From an optimization exercise on the open Yosys and OpenROAD flow, aimed at small area, a short achievable clock period and few clock cycles per item; shortcuts taken in it are not production practice.
The RTL was checked by simulation tests, not by an equivalence proof against the original design.

main:
Design sparse_dot_top, start of the top module:
module sparse_dot_top #(
    parameter int MAX_ROWS = sparse_pkg::MAX_DIM,
    parameter int MAX_COLS = sparse_pkg::MAX_DIM
) (
    input  logic                                  clk,
    input  logic                                  rst,
    input  logic                                  load_en,
    input  sparse_pkg::bank_e                     load_bank,
    input  logic [sparse_pkg::INDEX_W-1:0]        load_index,
    input  sparse_pkg::word_t                     load_data,
    input  logic                                  start,
    input  logic [sparse_pkg::DIM_W-1:0]          num_rows,
    input  logic [sparse_pkg::DIM_W-1:0]          num_cols,
    input  logic [sparse_pkg::LANES*MAX_ROWS-1:0] bitmap_a,
    input  logic [sparse_pkg::LANES*MAX_COLS-1:0] bitmap_b,
    output logic                                  busy,
    output logic                                  done,
    output logic                                  result_valid,
    output logic [sparse_pkg::DIM_W-1:0]          result_row,
    output logic [sparse_pkg::DIM_W-1:0]          result_col,
    output sparse_pkg::acc_t                      result_value
);
Size in the first run: roughly 3200 cells after synthesis, ~800 flip-flops, ~0.041 mm² of cells after synthesis.
==> flow/config.mk <==
export PLATFORM = sky130hd
export DESIGN_NAME = sparse_dot_top
export DESIGN_NICKNAME = sparse_dot_top
export VERILOG_FILES = /design/flow/design.v
export SDC_FILE = /design/flow/constraint.sdc
export NUM_CORES = 4
export LEC_CHECK = 0
export ABC_CLOCK_PERIOD_IN_PS = 3000
export CAP_MARGIN = 20
export CORE_MARGIN = 2
export CORE_UTILIZATION = 60
export SLEW_MARGIN = 20
==> flow/constraint.sdc <==
create_clock -name core_clock -period 10.0 [get_ports {clk}]
set_input_delay 2.0000 -clock core_clock [delete_from_list [all_inputs] [get_ports {clk}]]
set_output_delay 2.0000 -clock core_clock [all_outputs]
set_load 0.01 [all_outputs]
standard.sh (not shown) runs the stock make flow with config.mk's settings and CLKGATE_MAP_FILE= SYNTH_SCRIPT=/design/flow/synth_recipe.tcl, a recipe that flattens the netlist after the stock synthesis.
==> flow/flow/run.sh <==
#!/bin/bash
# The standard layout, with timing repair aiming below the design's clock
# period (the SDC is unchanged; only the repair margin is raised). Extra make
# variables, one per line, come from flow/args.txt.
set -euo pipefail
mapfile -t ARGS < flow/args.txt
bash standard.sh "${ARGS[@]}" finish > standard_finish.log 2>&1
==> flow/flow/args.txt <==
SETUP_SLACK_MARGIN=6.6
Testbench counts of main, summed over its fixed seeds: cycles 10,520, items 9,944.
Here is what was changed in the inputs of the feature branch compared with main.
# main
export LEC_CHECK = 0
export ABC_CLOCK_PERIOD_IN_PS = 3000
export CAP_MARGIN = 20
export CORE_MARGIN = 2
export CORE_UTILIZATION = 60
export SLEW_MARGIN = 20
create_clock -name core_clock -period 10.0 [get_ports {clk}]
# the feature branch
export LEC_CHECK = 0
export ABC_CLOCK_PERIOD_IN_PS = 3000
export CAP_MARGIN = 20
export CORE_MARGIN = 2
export CORE_UTILIZATION = 60
export CTS_CLUSTER_DIAMETER = 80
export CTS_CLUSTER_SIZE = 30
export SLEW_MARGIN = 20
create_clock -name core_clock -period 10.0 [get_ports {clk}]
==> flow/flow/args.txt <==
SETUP_SLACK_MARGIN=6.65
BUFFER_PORTS_ARGS=-buffer_cell sky130_fd_sc_hd__buf_2
==> results.txt <==
Every stage of the flow completed for the feature branch, and the final layout passed the timing, design-rule and antenna checks.
The count of placed standard cells in the final layout, fillers left out of the feature branch is lower than that of main.
On number of placed instances, taps included, main and the feature branch are neck and neck.
Clock-pin slew on the worst setup and hold paths ends up higher on the feature branch.
[compare] base=main new=the feature branch: core utilization went down by 3.9 points, total wire length went down by 3900 µm, worst slew margin relative to its limit went down by 2.6 points.
First-pass GRT wire length of the feature branch falls short of that of main by a few percent.

========
== yarrow ==
sparse_dot_top again, from the RTL that the note above started with.
Design sparse_dot_top, start of the top module:
module sparse_dot_top #(
    parameter int MAX_ROWS = sparse_pkg::MAX_DIM,
    parameter int MAX_COLS = sparse_pkg::MAX_DIM
) (
    input  logic                                  clk,
    input  logic                                  rst,
    input  logic                                  load_en,
    input  sparse_pkg::bank_e                     load_bank,
    input  logic [sparse_pkg::INDEX_W-1:0]        load_index,
    input  sparse_pkg::word_t                     load_data,
    input  logic                                  start,
    input  logic [sparse_pkg::DIM_W-1:0]          num_rows,
    input  logic [sparse_pkg::DIM_W-1:0]          num_cols,
    input  logic [sparse_pkg::LANES*MAX_ROWS-1:0] bitmap_a,
    input  logic [sparse_pkg::LANES*MAX_COLS-1:0] bitmap_b,
    output logic                                  busy,
    output logic                                  done,
    output logic                                  result_valid,
    output logic [sparse_pkg::DIM_W-1:0]          result_row,
    output logic [sparse_pkg::DIM_W-1:0]          result_col,
    output sparse_pkg::acc_t                      result_value
);
clock: 10.0 ns
lec_check: 0
abc_clock_period_in_ps: 3000
cap_margin: 20
core_margin: 2
core_utilization: 60
cts_cluster_diameter: 80
cts_cluster_size: 30
place_density: 0.75
slew_margin: 20
==> flow/flow/args.txt <==
SETUP_SLACK_MARGIN=6.7
BUFFER_PORTS_ARGS=-buffer_cell sky130_fd_sc_hd__buf_2
Scripts as last shown in full above: flow/flow/run.sh
yarrow ended with every stage complete and zero timing, DRC or antenna violations.
Testbench counts of yarrow, summed over its fixed seeds: cycles 10,520, items 9,944.
Edits applied to the flow inputs when going from yarrow to tundra:
==> flow/flow/args.txt <==
SETUP_SLACK_MARGIN=6.6
BUFFER_PORTS_ARGS=-buffer_cell sky130_fd_sc_hd__buf_2
diff --git a/flow/config.mk b/flow/config.mk
--- a/flow/config.mk
+++ b/flow/config.mk
@@ -9,7 +9,6 @@
 export CAP_MARGIN = 20
 export CORE_MARGIN = 2
-export CORE_UTILIZATION = 60
+export CORE_UTILIZATION = 70
 export CTS_CLUSTER_DIAMETER = 80
 export CTS_CLUSTER_SIZE = 30
-export PLACE_DENSITY = 0.75
 export SLEW_MARGIN = 20
==> results.txt <==
- tundra finished end to end and its layout was clean on timing, DRC and antenna.
- Diff yarrow -> tundra: global-route usage rose by 5.1 points, initial core utilization climbed 10 points, core occupancy in the finished layout now larger.
Setup changes, tundra to quartz
==> flow/flow/args.txt <==
SETUP_SLACK_MARGIN=6.7
BUFFER_PORTS_ARGS=-buffer_cell sky130_fd_sc_hd__buf_2
diff --git a/flow/config.mk b/flow/config.mk
--- a/flow/config.mk
+++ b/flow/config.mk
@@ -9,6 +9,7 @@
 export CAP_MARGIN = 20
 export CORE_MARGIN = 2
-export CORE_UTILIZATION = 70
+export CORE_UTILIZATION = 60
 export CTS_CLUSTER_DIAMETER = 80
 export CTS_CLUSTER_SIZE = 30
+export GPL_TIMING_DRIVEN = 1
 export SLEW_MARGIN = 20
==> comparison <==
Status | tundra and quartz | clean
Compared with tundra, quartz shows a via count that is 435 lower.
tundra and quartz ended up with nearly the same data required time of the worst path.
Initial cell density of the core in quartz is 10 points lower than in tundra
Delta(global-route wire length before repair, quartz - tundra) > 0
NOTE final cell count without fillers tundra->quartz increased by a few percent
Delta (quartz minus tundra): number of nets in the layout essentially unchanged, growth of design area from synthesis to finish +0.97 points.
Compared with tundra, quartz shows final instance area that has gone up slightly.
Measured against each other, tundra and quartz differ in routed wire length, the higher figure coming from quartz.
> inputs changed (quartz -> nickel)
diff --git a/flow/config.mk b/flow/config.mk
--- a/flow/config.mk
+++ b/flow/config.mk
@@ -11,5 +11,4 @@
 export CORE_UTILIZATION = 60
 export CTS_CLUSTER_DIAMETER = 80
-export CTS_CLUSTER_SIZE = 30
-export GPL_TIMING_DRIVEN = 1
+export CTS_CLUSTER_SIZE = 25
 export SLEW_MARGIN = 20
### Flow results
- Compared with quartz, in nickel peak clock frequency supported by timing climbed 0.0011 GHz, period utilization did not really move.
- Final critical-path required period was lower in the run labelled nickel.
- Higher relative slew slack goes to quartz over nickel.
- Clock buffer instance count of the final layout in nickel is 13 above quartz.
- Comparing quartz and nickel, the higher initial antenna violation count was measured on quartz.
- On amount of wire on met3 after detailed routing: between quartz and nickel, it ends up lower for nickel.
- For met3 track demand over resource in global routing, quartz and nickel come out practically identical.
- Compared to quartz, nickel has final-layout worst hold slack 0.0073 ns lower.

==> afterwards: timing with drivers on the ports <==
The results above use ideal ports. As a check the final layouts listed here were re-extracted and re-timed, cells and wires unchanged.
Step 1, drivers: a clkbuf_16 drives clk and a buf_2 each remaining input, both assumed.
Step 2 also shifts input and output timing later by t, the mid clock arrival at the registers, as if the neighbouring blocks saw the same clock.
Three values: ideal ports, drivers, drivers and shift; two values: the first two.
run	t (ns)	slack for setup (ns)	worst setup path at the end	worst slew at a driven data input, ns	pins driven straight from the clock port
main	0.710	6.655 / 6.636 / 5.986	input to register	0.05	1
the feature branch	0.680	6.607 / 6.607 / 6.086	input to register	0.05	1
yarrow	0.686	6.653 / 6.653 / 6.110	input to register	0.04	1
tundra	0.663	6.633 / 6.633 / 6.016	input to register	0.05	1
quartz	0.661	6.685 / 6.685 / 6.108	input to register	0.05	1
nickel	0.674	6.697 / 6.697 / 6.116	input to register	0.05	1
After both steps setup and hold are still met in every run listed. For main, which loses most, drivers alone change the setup slack by -0.019 ns; drivers and shift together by -0.669 ns.
